This is an optimization exercise on Yosys and OpenROAD, whose aim is small area, not a production implementation. Function was checked by simulation only, so behaviour that the tests miss may differ from the original. The clock port is modelled as an ideal driver; clocking choices that lean on that would not hold on a real chip.

--- design/flow/config.mk ---
export PLATFORM = sky130hd
export DESIGN_NAME = game_2048_top
export DESIGN_NICKNAME = game_2048_top
export VERILOG_FILES = /design/flow/design.v
export SDC_FILE = /design/flow/constraint.sdc
export NUM_CORES = 4
export LEC_CHECK = 0
export CAP_MARGIN = 10
export CORE_MARGIN = 2
export CORE_UTILIZATION = 55
export GPL_TIMING_DRIVEN = 1
export PLACE_DENSITY = 0.6
export SLEW_MARGIN = 10
--- design/flow/constraint.sdc ---
create_clock -name core_clock -period 32.0 [get_ports {clk}]
set_input_delay 6.4000 -clock core_clock [delete_from_list [all_inputs] [get_ports {clk}]]
set_output_delay 6.4000 -clock core_clock [all_outputs]
set_load 0.01 [all_outputs]
--- design/flow/design.v ---
`timescale 1ns/100ps
package game_pkg;
  localparam int pad_bits = 12;               
  localparam int spawn_four_limit = 230;      
  localparam logic [7:0] lfsr_seed = 8'h69;
  localparam logic [3:0] max_tile = 4'd11;    
  localparam int btn_up    = 7;
  localparam int btn_down  = 6;
  localparam int btn_left  = 5;
  localparam int btn_right = 4;
  localparam logic [5:0] border_rgb = 6'b10_10_10;   
endpackage
`timescale 1ns/100ps
module pad_receiver (
  input  logic clk,
  input  logic rst_n,
  input  logic pmod_data,
  input  logic pmod_clk,
  input  logic pmod_latch,
  output logic [11:0] shift_reg,    
  output logic latch_rise           
);
  logic [1:0] data_sync;
  logic [1:0] clk_sync_n;
  logic [1:0] latch_sync_n;
  logic clk_prev_n;
  logic latch_prev_n;
  logic clk_rise;
  logic [11:0] shift_reg_n;
  always_ff @(posedge clk) begin
    data_sync <= {data_sync[0], pmod_data};
  end
  always_ff @(posedge clk or negedge rst_n) begin
    if (!rst_n) begin
      clk_sync_n   <= 2'b00;
      latch_sync_n <= 2'b00;
      clk_prev_n   <= 1'b0;
      latch_prev_n <= 1'b0;
    end else begin
      clk_sync_n   <= {clk_sync_n[0], ~pmod_clk};
      latch_sync_n <= {latch_sync_n[0], ~pmod_latch};
      clk_prev_n   <= clk_sync_n[1];
      latch_prev_n <= latch_sync_n[1];
    end
  end
  assign clk_rise   = ~clk_sync_n[1] & clk_prev_n;
  assign latch_rise = ~latch_sync_n[1] & latch_prev_n;
  always_ff @(posedge clk or negedge rst_n) begin
    if (!rst_n) begin
      shift_reg_n <= '0;
    end else if (clk_rise) begin
      shift_reg_n <= {shift_reg_n[10:0], ~data_sync[1]};
    end
  end
  assign shift_reg = ~shift_reg_n;
endmodule
`timescale 1ns/100ps
module move_detect (
  input  logic clk,
  input  logic rst_n,
  input  logic [11:0] shift_reg,
  input  logic latch_rise,
  output logic strobe,
  output logic [1:0] dir      
);
  logic [3:0] pad_dir_n;  
  logic [3:0] press;
  logic pend;
  assign press = shift_reg[7:4] & pad_dir_n & {4{~&shift_reg}};
  always_ff @(posedge clk or negedge rst_n) begin
    if (!rst_n) begin
      pad_dir_n <= 4'h0;
      pend    <= 1'b0;
      strobe  <= 1'b0;
    end else begin
      pend   <= latch_rise & (|press);
      strobe <= pend;
      if (latch_rise) begin
        pad_dir_n <= ~shift_reg[7:4];
      end
    end
  end
  always_ff @(posedge clk) begin
    if (latch_rise) begin
      dir <= press[3] ? 2'd0 : press[2] ? 2'd1 : press[1] ? 2'd2 : 2'd3;
    end
  end
endmodule
`timescale 1ns/100ps
module slide_line (
  input  logic [15:0] a,
  input  logic hold,         
  output logic [15:0] o,
  output logic chg           
);
  logic [3:0] a0, a1, a2, a3;
  logic n0, n1, n2, n3;
  logic [3:0] b0, b1, b2, b3;
  logic [3:0] p0, p1, p2, p3;
  logic two, one;
  logic m0, m1, m23;
  logic gap;
  assign {a3, a2, a1, a0} = a;
  assign n0 = hold | (|a0);
  assign n1 = hold | (|a1);
  assign n2 = hold | (|a2);
  assign n3 = hold | (|a3);
  assign b0 = n0 ? a0 : a1;
  assign b1 = n0 ? a1 : 4'd0;
  assign b2 = n2 ? a2 : a3;
  assign b3 = n2 ? a3 : 4'd0;
  assign two = n0 & n1;
  assign one = n0 ^ n1;
  assign p0 = (n0 | n1) ? b0 : b2;
  assign p1 = two ? b1 : one ? b2 : b3;
  assign p2 = two ? b2 : one ? b3 : 4'd0;
  assign p3 = two ? b3 : 4'd0;
  assign m0  = !hold && (p0 == p1) && (p1 != 4'd0) && !(p0[3] & p0[1] & p0[0]);
  assign m1  = !hold && !m0 && (p1 == p2) && (p2 != 4'd0) && !(p1[3] & p1[1] & p1[0]);
  assign m23 = !hold && !m1 && (p2 == p3) && (p3 != 4'd0) && !(p2[3] & p2[1] & p2[0]);
  assign o[3:0]   = p0 + {3'd0, m0};
  assign o[7:4]   = m0 ? p2 + {3'd0, m23} : p1 + {3'd0, m1};
  assign o[11:8]  = m0 ? (m23 ? 4'd0 : p3) : m1 ? p3 : p2 + {3'd0, m23};
  assign o[15:12] = (m0 | m1 | m23) ? 4'd0 : p3;
  assign gap = (!n0 & (n1 | n2 | n3)) | (!n1 & (n2 | n3)) | (!n2 & n3);
  assign chg = gap | m0 | m1 | m23;
endmodule
module board_engine (
  input  logic clk,
  input  logic rst_n,
  input  logic strobe,
  input  logic [1:0] dir,            
  output logic [63:0] board,         
  output logic [1:0] orient
);
  function automatic int turn(input int g, input int a, input int b);
    int x, y;
    x = (g >= 2) ? b : a;
    y = (g >= 2) ? a : b;
    if (g % 2 == 1) begin
      x = 3 - x;
      y = 3 - y;
    end
    turn = x*4 + y;
  endfunction
  logic hold;
  logic [1:0] g;
  logic [15:0] line_in [4];
  logic [15:0] line_out [4];
  logic [3:0] line_chg;
  logic changed;
  logic [7:0] lfsr;
  assign hold = !(strobe && !changed);
  assign g = hold ? 2'd0 : (orient ^ dir);
  always_comb begin
    for (int j = 0; j < 4; j++) begin
      for (int i = 0; i < 4; i++) begin
        case (g)
          2'd0:    line_in[j][i*4 +: 4] = board[turn(0, j, i)*4 +: 4];
          2'd1:    line_in[j][i*4 +: 4] = board[turn(1, j, i)*4 +: 4];
          2'd2:    line_in[j][i*4 +: 4] = board[turn(2, j, i)*4 +: 4];
          default: line_in[j][i*4 +: 4] = board[turn(3, j, i)*4 +: 4];
        endcase
      end
    end
  end
  for (genvar j = 0; j < 4; j++) begin : g_line
    slide_line u_line (
      .a    (line_in[j]),
      .hold (hold),
      .o    (line_out[j]),
      .chg  (line_chg[j])
    );
  end
  logic [15:0] empty;            
  logic [2:0] q0, q1, q2, q3;    
  logic [3:0] c8lo;
  logic [3:0] n;                 
  logic [3:0] target;
  logic [3:0] pos;               
  always_comb begin
    for (int x = 0; x < 4; x++) begin
      for (int y = 0; y < 4; y++) begin
        case (orient)
          2'd0:    empty[x*4+y] = (board[turn(0, x, y)*4 +: 4] == 4'd0);
          2'd1:    empty[x*4+y] = (board[turn(1, x, y)*4 +: 4] == 4'd0);
          2'd2:    empty[x*4+y] = (board[turn(2, x, y)*4 +: 4] == 4'd0);
          default: empty[x*4+y] = (board[turn(3, x, y)*4 +: 4] == 4'd0);
        endcase
      end
    end
  end
  assign q0 = {2'd0, empty[0]} + {2'd0, empty[1]} + {2'd0, empty[2]} + {2'd0, empty[3]};
  assign q1 = {2'd0, empty[4]} + {2'd0, empty[5]} + {2'd0, empty[6]} + {2'd0, empty[7]};
  assign q2 = {2'd0, empty[8]} + {2'd0, empty[9]} + {2'd0, empty[10]} + {2'd0, empty[11]};
  assign q3 = {2'd0, empty[12]} + {2'd0, empty[13]} + {2'd0, empty[14]} + {2'd0, empty[15]};
  assign c8lo = {1'b0, q0} + {1'b0, q1};
  assign n = c8lo + {1'b0, q2} + {1'b0, q3};
  function automatic logic [3:0] mod_step(input logic [3:0] r, input logic b, input logic [3:0] d);
    logic [4:0] rb;
    logic [5:0] diff;
    rb = {r, b};
    diff = {1'b0, rb} - {2'b0, d};
    mod_step = diff[5] ? rb[3:0] : diff[3:0];
  endfunction
  always_comb begin : mod_n
    logic [3:0] r;
    r = (lfsr[7] && n != 4'd1) ? 4'd1 : 4'd0;
    for (int k = 6; k >= 0; k--) r = mod_step(r, lfsr[k], n);
    target = r;
  end
  always_comb begin : pick
    logic [3:0] t1;
    logic [2:0] t2;
    logic [1:0] t3;
    logic [2:0] c4;
    logic [3:0] col;
    logic [1:0] c2;
    logic [1:0] pair;
    pos[3] = (target >= c8lo);
    t1 = pos[3] ? target - c8lo : target;
    c4 = pos[3] ? q2 : q0;
    pos[2] = ({1'b0, t1} >= {2'b0, c4});
    t2 = pos[2] ? t1[2:0] - c4 : t1[2:0];
    col = empty[{pos[3], pos[2]}*4 +: 4];
    c2 = {1'b0, col[0]} + {1'b0, col[1]};
    pos[1] = ({1'b0, t2} >= {2'b0, c2});
    t3 = pos[1] ? t2[1:0] - c2 : t2[1:0];
    pair = pos[1] ? col[3:2] : col[1:0];
    pos[0] = pair[0] ? t3[0] : 1'b1;
  end
  logic [3:0] spos;
  always_comb begin
    spos = orient[1] ? {pos[1:0], pos[3:2]} : pos;
    if (orient[0]) spos = ~spos;
  end
  logic [1:0] spawn_bits;
  logic [15:0] hit;
  assign spawn_bits = (lfsr < 8'd230) ? 2'b01 : 2'b10;
  assign hit = 16'd1 << spos;
  always_ff @(posedge clk or negedge rst_n) begin
    if (!rst_n) begin
      lfsr             <= game_pkg::lfsr_seed;
      changed          <= 1'b0;
      orient           <= 2'd0;
      board            <= '0;
      board[5*4 +: 4]  <= 4'd1;    
      board[10*4 +: 4] <= 4'd1;
    end else begin
      lfsr    <= {lfsr[6:0], lfsr[7] ^ lfsr[5] ^ lfsr[4] ^ lfsr[3]};
      changed <= |line_chg;
      if (!hold) orient <= dir;
      for (int j = 0; j < 4; j++) begin
        for (int i = 0; i < 4; i++) begin
          board[(j*4+i)*4 +: 4] <= line_out[j][i*4 +: 4] |
                                   {2'b00, {2{changed & hit[j*4+i]}} & spawn_bits};
        end
      end
    end
  end
endmodule
`timescale 1ns/100ps
module vga_timing (
  input  logic clk,
  input  logic rst_n,
  output logic [2:0] hc,
  output logic [7:0] hx,
  output logic [2:0] vc,
  output logic [6:0] vy
);
  logic h_wrap;
  logic line_end;
  logic v_wrap;
  assign h_wrap   = (hx == 8'd159);
  assign line_end = h_wrap && (hc == 3'd4);
  assign v_wrap   = (vc == 3'd4) ? (vy == 7'd44) : (vy == 7'd119);
  always_ff @(posedge clk or negedge rst_n) begin
    if (!rst_n) begin
      hc <= '0;
      hx <= '0;
      vc <= '0;
      vy <= '0;
    end else begin
      if (h_wrap) begin
        hx <= '0;
        hc <= (hc == 3'd4) ? 3'd0 : hc + 3'd1;
      end else begin
        hx <= hx + 8'd1;
      end
      if (line_end) begin
        if (v_wrap) begin
          vy <= '0;
          vc <= (vc == 3'd4) ? 3'd0 : vc + 3'd1;
        end else begin
          vy <= vy + 7'd1;
        end
      end
    end
  end
endmodule
`timescale 1ns/100ps
module tile_renderer (
  input  logic clk,
  input  logic rst_n,
  input  logic [2:0] hc,
  input  logic [7:0] hx,
  input  logic [2:0] vc,
  input  logic [6:0] vy,
  input  logic [63:0] board,    
  input  logic [1:0] orient,
  output logic hsync,
  output logic vsync,
  output logic [1:0] red,
  output logic [1:0] green,
  output logic [1:0] blue
);
  logic active;
  logic border;
  logic [3:0] tile;
  logic pix_hsync;
  logic pix_vsync;
  assign active = !hc[2] && !vc[2];
  assign border = (hx < 8'd4) || (vy < 7'd4) ||
                  (hc == 3'd3 && hx >= 8'd156) || (vc == 3'd3 && vy >= 7'd116);
  logic [3:0] scell;
  always_comb begin
    scell = orient[1] ? {vc[1:0], hc[1:0]} : {hc[1:0], vc[1:0]};
    if (orient[0]) scell = ~scell;
  end
  assign tile   = board[scell*4 +: 4];
  assign pix_hsync = !(hc == 3'd4 && hx >= 8'd16 && hx < 8'd112);
  assign pix_vsync = !(vc == 3'd4 && vy >= 7'd10 && vy < 7'd12);
  logic [3:0] shown;
  function automatic logic [5:0] palette(input logic [3:0] t);
    case (t)
      4'd0:    palette = 6'b00_00_00;   
      4'd1:    palette = 6'b11_00_00;   
      4'd2:    palette = 6'b11_10_00;   
      4'd3:    palette = 6'b11_11_00;   
      4'd4:    palette = 6'b10_11_00;   
      4'd5:    palette = 6'b00_11_00;   
      4'd6:    palette = 6'b00_11_10;   
      4'd7:    palette = 6'b00_11_11;   
      4'd8:    palette = 6'b00_00_11;   
      4'd9:    palette = 6'b11_00_11;   
      4'd10:   palette = 6'b11_01_11;   
      4'd11:   palette = 6'b11_11_11;   
      4'd12:   palette = game_pkg::border_rgb;
      default: palette = 6'b00_00_00;
    endcase
  endfunction
  always_ff @(posedge clk or negedge rst_n) begin
    if (!rst_n) begin
      shown <= 4'd0;
      hsync <= 1'b1;   
      vsync <= 1'b1;
    end else begin
      shown <= !active ? 4'd0 : border ? 4'd12 : tile;
      hsync <= pix_hsync;
      vsync <= pix_vsync;
    end
  end
  assign {red, green, blue} = palette(shown);
endmodule
`timescale 1ns/100ps
module game_2048_top (
  input  logic clk,
  input  logic rst_n,
  input  logic pmod_data,
  input  logic pmod_clk,
  input  logic pmod_latch,
  output logic hsync,
  output logic vsync,
  output logic [1:0] red,
  output logic [1:0] green,
  output logic [1:0] blue
);
  logic [11:0] shift_reg;
  logic latch_rise;
  logic strobe;
  logic [1:0] dir;
  logic [63:0] board;
  logic [1:0] orient;
  logic [2:0] hc;
  logic [7:0] hx;
  logic [2:0] vc;
  logic [6:0] vy;
  pad_receiver pad_i (
    .clk        (clk),
    .rst_n      (rst_n),
    .pmod_data  (pmod_data),
    .pmod_clk   (pmod_clk),
    .pmod_latch (pmod_latch),
    .shift_reg  (shift_reg),
    .latch_rise (latch_rise)
  );
  move_detect move_i (
    .clk        (clk),
    .rst_n      (rst_n),
    .shift_reg  (shift_reg),
    .latch_rise (latch_rise),
    .strobe     (strobe),
    .dir        (dir)
  );
  board_engine board_i (
    .clk    (clk),
    .rst_n  (rst_n),
    .strobe (strobe),
    .dir    (dir),
    .board  (board),
    .orient (orient)
  );
  vga_timing timing_i (
    .clk   (clk),
    .rst_n (rst_n),
    .hc    (hc),
    .hx    (hx),
    .vc    (vc),
    .vy    (vy)
  );
  tile_renderer render_i (
    .clk   (clk),
    .rst_n (rst_n),
    .hc    (hc),
    .hx    (hx),
    .vc    (vc),
    .vy    (vy),
    .board (board),
    .orient(orient),
    .hsync (hsync),
    .vsync (vsync),
    .red   (red),
    .green (green),
    .blue  (blue)
  );
endmodule
--- design/flow/flow/run.sh ---
#!/bin/bash
# The standard layout, with these changes:
#  - synthesis: ORFS's synth.tcl without the full/half adder extraction, and
#    abc mapping with each flow/abc_*.script (area oriented), keeping the
#    smallest result, instead of ORFS's speed script; registers are
#    mapped exactly as in the standard synthesis
#  - CTS: the arguments in flow/cts_args.txt (small clock buffers, no dummy
#    loads); flow/post_cts.tcl then upsizes the leaf buffers that drive many
#    flip-flops
#  - port buffers: every input and output port still gets its own buffer, a
#    buf_1 instead of the larger cell buffer_ports picks by default
# Each tool's output: flow.log (make), orfs/logs/ (per step), patch.log.
set -euo pipefail
W=$(pwd)
python3 flow/patch_synth.py "$FLOW_HOME/scripts/synth.tcl" "$W/synth_patched.tcl" "$W/flow" > patch.log 2>&1
sed "s#\$::env(SCRIPTS_DIR)/synth.tcl#$W/synth_patched.tcl#" synth_recipe.tcl > my_synth.tcl
grep -q synth_patched my_synth.tcl
sed "s#SYNTH_SCRIPT=[^ ]*#SYNTH_SCRIPT=$W/my_synth.tcl#" standard.sh > my_standard.sh
grep -q "SYNTH_SCRIPT=$W/my_synth.tcl" my_standard.sh
export CTS_ARGS="$(cat flow/cts_args.txt)"
export POST_CTS_TCL="$W/flow/post_cts.tcl"
export BUFFER_PORTS_ARGS="-buffer_cell sky130_fd_sc_hd__buf_1"
echo "CTS_ARGS=$CTS_ARGS BUFFER_PORTS_ARGS=$BUFFER_PORTS_ARGS" > cts_args.log
bash my_standard.sh > flow.log 2>&1
--- design/flow/flow/abc_ds0.script ---
strash
&get -n
&fraig -x
&put
scorr
dc2
strash
&get -n
&deepsyn -T 90 -S 0
&put
strash
dch -f
amap
--- design/flow/flow/abc_ds1.script ---
strash
&get -n
&fraig -x
&put
scorr
dc2
strash
&get -n
&deepsyn -T 90 -S 1
&put
strash
dch -f
amap
--- design/flow/flow/abc_ds2.script ---
strash
&get -n
&fraig -x
&put
scorr
dc2
strash
&get -n
&deepsyn -T 90 -S 2
&put
strash
dch -f
amap
--- design/flow/flow/abc_ds3.script ---
strash
&get -n
&fraig -x
&put
scorr
dc2
strash
&get -n
&deepsyn -T 90 -S 3
&put
strash
dch -f
amap
--- design/flow/flow/abc_ds4.script ---
strash
&get -n
&fraig -x
&put
scorr
dc2
strash
&get -n
&deepsyn -T 90 -S 4
&put
strash
dch -f
amap
--- design/flow/flow/abc_ds5.script ---
strash
&get -n
&fraig -x
&put
scorr
dc2
strash
&get -n
&deepsyn -T 90 -S 5
&put
strash
dch -f
amap
--- design/flow/flow/abc_ds6.script ---
strash
&get -n
&fraig -x
&put
scorr
dc2
strash
&get -n
&deepsyn -T 90 -S 6
&put
strash
dch -f
amap
--- design/flow/flow/cts_args.txt ---
-sink_clustering_enable -repair_clock_nets -dont_use_dummy_load -root_buf sky130_fd_sc_hd__clkbuf_16 -buf_list sky130_fd_sc_hd__clkbuf_4
--- design/flow/flow/patch_synth.py ---
# Writes a copy of ORFS's synth.tcl that
#  - leaves adders to abc (no extract_fa / adder map), and
#  - maps the logic with abc several times, with each of the scripts named
#    flow/abc_*.script (area oriented), and keeps the smallest result.
# Registers are mapped before abc, exactly as in the standard synthesis.
import sys, glob, os
src, dst, flowdir = sys.argv[1], sys.argv[2], sys.argv[3]
scripts = sorted(glob.glob(os.path.join(flowdir, "abc_*.script")))
assert scripts, "no abc scripts"
s = open(src).read()
a = """if {
  [env_var_exists_and_non_empty ADDER_MAP_FILE] &&"""
assert s.count(a) == 1, "adder block not found"
s = s.replace(a, """if { 0 &&
  [env_var_exists_and_non_empty ADDER_MAP_FILE] &&""")
b = "  log_cmd abc {*}$abc_args\n"
assert s.count(b) == 1, "abc call not found"
tcl = ["  design -save my_pre_abc",
       "  set my_best_area 1e30",
       "  set my_best_script {}",
       "  foreach my_script {%s} {" % " ".join(scripts),
       "    design -load my_pre_abc",
       "    log_cmd abc -script $my_script {*}$lib_args {*}$lib_dont_use_args",
       "    set my_stat [tee -q -s result.string stat {*}$lib_args]",
       "    regexp {Chip area for module [^:]*: ([0-9.eE+]+)} $my_stat -> my_area",
       "    puts \"abc script $my_script: area $my_area\"",
       "    if { $my_area < $my_best_area } {",
       "      set my_best_area $my_area",
       "      set my_best_script $my_script",
       "      design -save my_best",
       "    }",
       "  }",
       "  design -load my_best",
       "  puts \"kept abc script $my_best_script: area $my_best_area\"",
       ""]
s = s.replace(b, "\n".join(tcl))
open(dst, "w").write(s)
print("patched", src, "->", dst, "with", scripts)
--- design/flow/flow/post_cts.tcl ---
# Clock leaf buffers are clkbuf_4 (flow/cts_args.txt); the ones that drive
# many flip-flops are upsized to clkbuf_8, so that every flip-flop clock pin
# keeps a fast slew. Then the placement is legalized again.
set my_block [ord::get_db_block]
set my_resized 0
foreach my_inst [$my_block getInsts] {
  if { [[$my_inst getMaster] getName] ne "sky130_fd_sc_hd__clkbuf_4" } { continue }
  set my_out [$my_inst findITerm X]
  if { $my_out eq "NULL" } { continue }
  set my_net [$my_out getNet]
  if { $my_net eq "NULL" } { continue }
  if { [$my_net getSigType] ne "CLOCK" } { continue }
  set my_sinks [expr { [llength [$my_net getITerms]] - 1 }]
  if { $my_sinks >= 9 } {
    puts "post_cts: [$my_inst getName] drives $my_sinks pins ([$my_net getName]), now clkbuf_8"
    replace_cell [$my_inst getName] sky130_fd_sc_hd__clkbuf_8
    incr my_resized
  }
}
puts "post_cts: upsized $my_resized clock buffers"
if { $my_resized > 0 } {
  detailed_placement
  check_placement -verbose
}
--- design/flow/standard.sh ---
#!/bin/bash
# synth_recipe.tcl (not shown) runs the flow's synth.tcl, then flattens the netlist and writes it again
# the make line also repeats each setting of config.mk as NAME=value (left out here)
make -C /OpenROAD-flow-scripts/flow DESIGN_CONFIG=/design/flow/config.mk WORK_HOME=/design/flow/orfs CLKGATE_MAP_FILE= SYNTH_SCRIPT=/design/flow/synth_recipe.tcl "${@:-finish}"
==> summary.md, run 1 <==
The flow ran to the end and the layout has no timing, DRC or antenna violations. After technology mapping, the gate count stands at 1,381. After synthesis, flip-flops and latches occupy 33.0% of the total area. The Yosys step of the flow raised 8 warnings. After detailed routing, the average wire length per cell comes to 20.9 um. Most instantiated flip-flop cell in the synthesis netlist: dfrtp_1. The cell repeated most along the worst path is nor2_1.

Element type at the critical path end: a register. For the antenna violation net count after detailed routing, the log shows 0. The max capacitance violation total came out at 0. The tree built by TritonCTS fans out to 130 sinks. The run gives 17,800 um2 as the area of the core region. The worst setup path is launched from a register.

The first global-routing pass estimated 54,900 um of wire. After routing, the total negative slack on setup checks comes to 0 ns. For this run, the post-layout net count is 1,432.

For the area of the multi-input gates, the log shows 5910 um2. The maximum clock skew at final layout is 0.0372 ns, and the post-route minimum period is 17.97 ns. The final layout contains routed wiring with a total length of 34,500 um. Synthesis inferred 130 register bits. The maximum number of pins on one net before global-route repair is 78.

The worst path uses 56.2% of the clock period. The post-placement cell count was 1,637; the largest fanout on the critical path was 25. The number of nets in the synthesized netlist is 1,386. The vertical die dimension is 138 um. TritonCTS built the clock tree.

The repair_antennas step left the layout with diodes totalling 0. Headroom to the max-slew limit came out at 26.7%. The max-slew violation count is 0. The via count of the first global-routing pass came out at 10,112.

Data arrives at the worst endpoint at 18.18 ns. The final setup violation count came out at 0. For this run, the number of standard cells in the final layout without fillers is 1,654. Global routing used 35.9% of the available tracks across all layers.

Setup repair after global routing left no endpoint under its margin. The number of endpoints with negative hold slack in the final report was 0. The remaining design rule violation count is 0.

The layout overhead on the synthesized area was 6.50%. Using the TritonRoute via totals, the vias-per-cell ratio works out to 6.84. In this run the worst hold path is classified as register to register. After legalization and detailed placement, the total HPWL measured 26,700 um. Clock-pin slew was measured on the worst setup and hold paths at 0.09 ns. The initial cell density of the core was 55.6%; the transition at the pin with the smallest max-transition slack was 1.07 ns.

The floorplan step set the die width to 138 um. The clock latency reported for the late side of the worst-skew pair came out at 0.39 ns. After synthesis, the netlist uses 51 different library cells. After synthesis, the share of flip-flops with an asynchronous set or reset is 96.9%. Data on the critical path is required at its endpoint by 32.21 ns.

Highest-delay cell along the critical path: dfrtp_1. The worst setup path is of the register to register kind.

Weighted congestion reported at the end of routability-driven placement: 1.07. The tools report the die footprint as 19,100 um2. The tools report the standard-cell row count as 49. The initial antenna violation count is 0, and the cell area after synthesis is 9880 um2. Derived from the worst setup path, the maximum achievable clock frequency is 55.6 MHz. In the final layout, the share of cells above drive strength 1 is 2.95%. For this run the aggregate overflow at the end of global routing stands at 0. The starting DRC count in detailed routing was 1,414; the footprint of the flip-flops and latches was 3260 um2.

Fill cells in the final layout number 1,709. The detailed-routing iteration count for the pre-antenna-repair pass is 9. The largest incremental delay on the critical path works out to 0.75 ns. The total number of vias came out at 11,308. During I/O placement, the number of pins put on the boundary was 13.

The post-synthesis area per instance came out at 7.15 um2. Setup slack on the worst reg-to-reg path comes out at 14.03 ns. The count of input and output buffers was 12; the number of flops mapped to enable cells by yosys was 2.
==> critical path, delay by kind of cell (launching register included) <==
family                 cells  cell delay [ns]
buffers and inverters      6             1.86
AND/OR/NAND/NOR           35             5.03
flip-flops                 1             0.75
AO/OA/AOI/OAI             47            10.15
==> placed cells by master, fill, tap and decap left out, types with 13 or more instances in the layout <==
cell      synthesis  routed
nor2_1          238     238
clkinv_1        190     190
o22ai_1         136     136
o21ai_0         134     133
dfrtp_1         118     118
nand2_1          98      98
a21oi_1          86      86
nor3_1           55      54
a221oi_1         33      33
o221ai_1         28      28
a222oi_1         19      19
o21a_1           18      18
o22a_1           18      18
nand4_1          17      17
nor2b_1          15      15
nand3_1          15      15
nor4_1           15      15
buf_4             0      15
or2_0            13      13
a22oi_1          13      13
==> cell type report <==
class                      instances  share of cell area (%)
timing repair buffer              27                    1.53
clock buffer                      17                    1.80
multi-input combinational       1061                    56.2
inverter                         190                    6.78
tap                              229                    2.72
sequential                       130                    31.0
==> registers in the layout, indices dropped and copies added, names as in the netlist, 4 cells and up <==
name / cells
board_i.board: 64
board_i.lfsr: 8
move_i.pad_dir_n: 4
pad_i.shift_reg_n: 12
render_i.shown: 4
timing_i.hx: 8
timing_i.vy: 7
==> cells by family (layout without fill, tap and decap cells) <==
| group | Yosys count | after routing | share of synthesized area (%) |
|---|---|---|---|
| buffers and inverters | 190 | 234 | 7.22 |
| AOI/OAI and AO/OA | 565 | 565 | 37.5 |
| xor gates and xnor gates | 5 | 5 | 0.443 |
| DFF | 130 | 130 | 33.0 |
| and+or+nand+nor | 491 | 491 | 21.8 |
==> synthesized netlist by cell type, drive strengths merged (13+ instances only) <==
cell type    n  area [um2]
nor2b       15        93.8
a21oi       86         430
a221oi      33         289
nor2       238         893
o21ai      134         671
o22a        18         158
a222oi      19         190
o221ai      28         245
clkinv     190         713
nand2       98         368
nand4       17         106
nand3       15        75.1
nor3        55         275
nor4        15        93.8
or2         13        81.3
o22ai      136         851
dfrtp      118        2950
o21a        18         135
a22oi       13        97.6
==> final timing paths <==
check,cells past startpoint,from,to
setup / recovery,88,board_i.orient[0]$_DFFE_PN0P_,board_i.board[57]$_DFF_PN0_
hold / removal,0,move_i.pend$_DFF_PN0_,move_i.strobe$_DFF_PN0_
setup reg to reg,88,board_i.orient[0]$_DFFE_PN0P_,board_i.board[57]$_DFF_PN0_
hold reg to reg,0,move_i.pend$_DFF_PN0_,move_i.strobe$_DFF_PN0_
max in group asynchronous,2,rst_n,board_i.board[4]$_DFF_PN0_
min in group asynchronous,1,rst_n,timing_i.hx[2]$_DFF_PN0_
==> through the flow <==
stage          setup slack [ns]  cell area [um2]  utilization [%]  hold WS [ns]
6_report                  14.03            10500             59.2         0.326
5_1_grt                   11.83            10500             59.2         0.354
3_5_place_dp              14.63            10300             58.1         0.318
2_1_floorplan             17.58             9880                -         0.310
3_3_place_gp              15.43            10300             58.1         0.318
==> layer usage <==
metal  global-route usage, %  part of all wire, %
met1                    50.2                   42
met2                    54.5                   43
met3                    6.82                  9.5
met4                    16.1                  4.7
met5                       0                    0
==> inputs of run 2 (changes only) <==
--- a/design/flow/design.v
+++ b/design/flow/design.v
@@ -317,7 +317,6 @@
   logic active;
   logic border;
   logic [3:0] tile;
-  logic pix_hsync;
   logic pix_vsync;
   assign active = !hc[2] && !vc[2];
   assign border = (hx < 8'd4) || (vy < 7'd4) ||
@@ -328,7 +327,7 @@
     if (orient[0]) scell = ~scell;
   end
   assign tile   = board[scell*4 +: 4];
-  assign pix_hsync = !(hc == 3'd4 && hx >= 8'd16 && hx < 8'd112);
+  assign hsync = !(hc == 3'd4 && hx >= 8'd17 && hx < 8'd113);
   assign pix_vsync = !(vc == 3'd4 && vy >= 7'd10 && vy < 7'd12);
   logic [3:0] shown;
   function automatic logic [5:0] palette(input logic [3:0] t);
@@ -352,11 +351,9 @@
   always_ff @(posedge clk or negedge rst_n) begin
     if (!rst_n) begin
       shown <= 4'd0;
-      hsync <= 1'b1;   
       vsync <= 1'b1;
     end else begin
       shown <= !active ? 4'd0 : border ? 4'd12 : tile;
-      hsync <= pix_hsync;
       vsync <= pix_vsync;
     end
   end
==> summary.md, run 2 <==
The tools report the die footprint as 18,900 um2. Yosys printed 8 warnings. The first-pass GRT wire length is 54,100 um, and the clock latency reported for the late side of the worst-skew pair is 0.38 ns. After synthesis, the most frequently instantiated cells are nor2_1 (220), clkinv_1 (187), o21ai_0 (154), o22ai_1 (150), dfrtp_1 (118). The largest registers in the layout are board_i.board x64, pad_i.shift_reg_n x12. The weighted congestion reported at the end of routability-driven placement was 1.09. Of all nets on the critical path, the largest fanout is 24. The die is 138 um wide.

The run gives 9 as the detailed-routing iteration count for the pre-antenna-repair pass. The post-route clock period utilization is 61.7%, and the share of synthesized registers carrying an async set or reset is 96.9%. The register with the most flip-flops in the layout has 64 of them. The synthesized netlist occupies a cell area of 9820 um2.

Most frequent standard cell in the layout excluding fill and tap cells: nor2_1. Static timing analysis puts the maximum clock frequency at 50.7 MHz. The highest-utilization routing layer at the global route stage was met2. Most frequently used cell type in the post-synthesis netlist: nor2_1. For the initial antenna violation count, the log shows 0. The synthesized design spends more area on one cell type than any other, namely dfrtp_1. The routed design has 35,000 um of wire.

Summed over its instances, the top area cell type makes up 30.1% of the synthesized netlist area. The global-route met1 utilization was 50.8%. In this run the standard cell core region covers 17,400 um2. The post-route netlist has 3.03% of its cells at a drive strength greater than 1. The max capacitance violation total is 0.

The largest single stage delay on the critical path is 0.91 ns. Synthesis instantiated 52 different standard cells from the library.

For the antenna violation net count after detailed routing, the log shows 0. STA classifies the critical path endpoint as a register. The number of flops mapped to enable cells by yosys is 2. On the critical path, the stage with the largest delay is an instance of o311ai_1. The end-of-flow core utilization is 60.3%. The tools report the critical path data arrival time as 20.03 ns. The sort of element at the start of the critical path is a register. The path class of the lowest-slack min-delay path was register to register. The run gives 0 as the aggregate global routing overflow. Global routing used 56.8% of the available met2 tracks.

TritonCTS built the clock tree. Among all flip-flop cells after synthesis, the most frequent one is dfrtp_1. The register with the most flip-flops in the final layout is board_i.board. The run gives 0 as the max-slew violation count.

Counting I/O delays and the setup requirement, the final critical path takes 19.73 ns. The remaining design rule violation count is 0. Between clock sinks in the finished design, the worst skew comes to 0.0327 ns. The logs give 25.9% for the relative max-transition margin and 1,425 for the number of nets in the layout. The total number of vias is 11,419. Clock-pin slew was measured on the worst setup and hold paths at 0.10 ns.

The buffer and inverter count on the worst path works out to 9. For the minimum hold slack, the log shows 0.305 ns. The critical path is of the register to register type.

During I/O placement, the number of pins put on the boundary was 13. The vertical die dimension is 138 um. The first routing iteration left 1,585 violations. In the layout the commonest cells are nor2_1 (220), clkinv_1 (187), o21ai_0 (154). The tools report the post-synthesis sequential area ratio as 33.0%. For this run, global-route usage on met3 was measured as 8.54%. The repair_antennas step left the layout with diodes totalling 0.

Among cell families on the critical path, the largest total delay comes from compound AO/OA/AOI/OAI gates. Setup repair after global routing left no endpoint under its margin. The vias per cell was 6.95; the post-synthesis area per instance was 7.16 um2. In the post-synthesis netlist, the biggest area contributors are dfrtp_1 (30%), o22ai_1 (9.6%), nor2_1 (8.4%). The run gives 10,300 um2 as the placed instance area. The run gives 129 as the total clock sinks. For the pin with the worst max-slew slack, the measured transition is 1.10 ns.

For this configuration, the core starts out at a cell density of 56.6%. The logs give 77 for the maximum number of pins on one net before global-route repair and 0 for the final setup violation count. Synthesis handed over a netlist of 1,371 instances.

The finished cells cover 10,500 um2. In this design, the critical path's most frequently occurring cell is nor2_1. The required arrival time at the worst endpoint was 32.30 ns; the number of endpoints with negative hold slack in the final report was 0. In the final routed layout, each cell accounts on average for 21.3 um. In this run the tool buffered the top-level ports with 12 buffer cells. For the HPWL reported at the end of detailed placement, the log shows 27,000 um. The standard-cell row count came out at 48. The global-route total usage across every layer came out at 37.5%. For the final sum of negative setup slack, the log shows 0 ns. Relative to the synthesized area, the layout overhead comes to 6.60%. The run gives 1,376 as the net count after synthesis.

Via count of the first global-routing pass: 10,108. The flow ran to the end and the layout has no timing, DRC or antenna violations. The synthesized design contains 129 register bits.
==> run 2: cells by family (layout without fill, tap and decap cells) <==
group | after synthesis | in the layout | synth area share [%]
AND/OR/NAND/NOR | 458 | 458 | 20.5
flip-flops | 129 | 129 | 33.0
AO/OA/AOI/OAI | 595 | 595 | 39.2
XOR/XNOR | 2 | 2 | 0.178
buffers and inverters | 187 | 234 | 7.15
==> run 2: stage by stage <==
stage,instances,setup WS (ns)
global route,1643,9.91
finish,1643,12.27
floorplan,1371,15.40
global placement,1626,13.69
detailed placement,1626,12.79
==> run 2: worst reg2reg max path: cells and delay by family, from the launching register on <==
family,cells,cell delay (ns)
AO/OA/AOI/OAI,44,11.72
buffers and inverters,9,2.76
AND/OR/NAND/NOR,36,4.54
flip-flops,1,0.67
==> run 2: metal layers <==
| layer | wire (um) | vias to the layer above |
|---|---|---|
| li1 | - | 5333 |
| met1 | 14400 | 5246 |
| met2 | 15100 | 715 |
| met3 | 3850 | 125 |
| met4 | 1630 | 0 |
| met5 | 0 | - |
==> run 2: area by class of cell <==
cell class,count,area (um2)
Timing Repair Buffer,30,184
Tap cell,225,282
Multi-Input combinational cell,1055,5880
Sequential cell,129,3240
Clock buffer,17,183
Inverter,187,702
Fill cell,1639,6890
==> run 2: worst paths after layout <==
path                                          startpoint                           to  slack [ns]  cells past startpoint
max in group asynchronous                          rst_n  board_i.board[55]$_DFF_PN0_       24.51                      2
min in group asynchronous                          rst_n   timing_i.vy[3]$_DFFE_PN0P_        6.08                      1
setup reg to reg           board_i.orient[0]$_DFFE_PN0P_  board_i.board[16]$_DFF_PN0_       12.27                     89
hold / removal                pad_i.data_sync[0]$_DFF_P_   pad_i.data_sync[1]$_DFF_P_        0.31                      0
setup / recovery           board_i.orient[0]$_DFFE_PN0P_  board_i.board[16]$_DFF_PN0_       12.27                     89
hold reg to reg               pad_i.data_sync[0]$_DFF_P_   pad_i.data_sync[1]$_DFF_P_        0.31                      0

afterwards: timing with drivers on the ports:
The flow's constraints put no driver on any port. The routed layouts listed below were extracted and timed again, unchanged, in two steps.
Step 1 (the two cells are an assumption about what drives the block):
set clk [get_ports {clk}]
set_driving_cell -lib_cell sky130_fd_sc_hd__clkbuf_16 $clk
set_driving_cell -lib_cell sky130_fd_sc_hd__buf_2 [delete_from_list [all_inputs] $clk]
Step 2 times the ports against the registers' clock, not the clock port: input delays grow and output delays shrink by t, the midpoint of the rising clock arrivals with the driver on.
Three values: ideal, step 1, step 2; two values: the first two.
| run | shift t [ns] | setup WS [ns] | hold WS [ns] |
|---|---|---|---|
| run 1 | 0.418 | 14.030 / 14.030 / 14.030 | 0.326 / 0.326 / 0.326 |
| run 2 | 0.408 | 12.271 / 12.271 / 12.271 | 0.305 / 0.305 / 0.305 |
After both steps setup and hold are still met in every run listed.
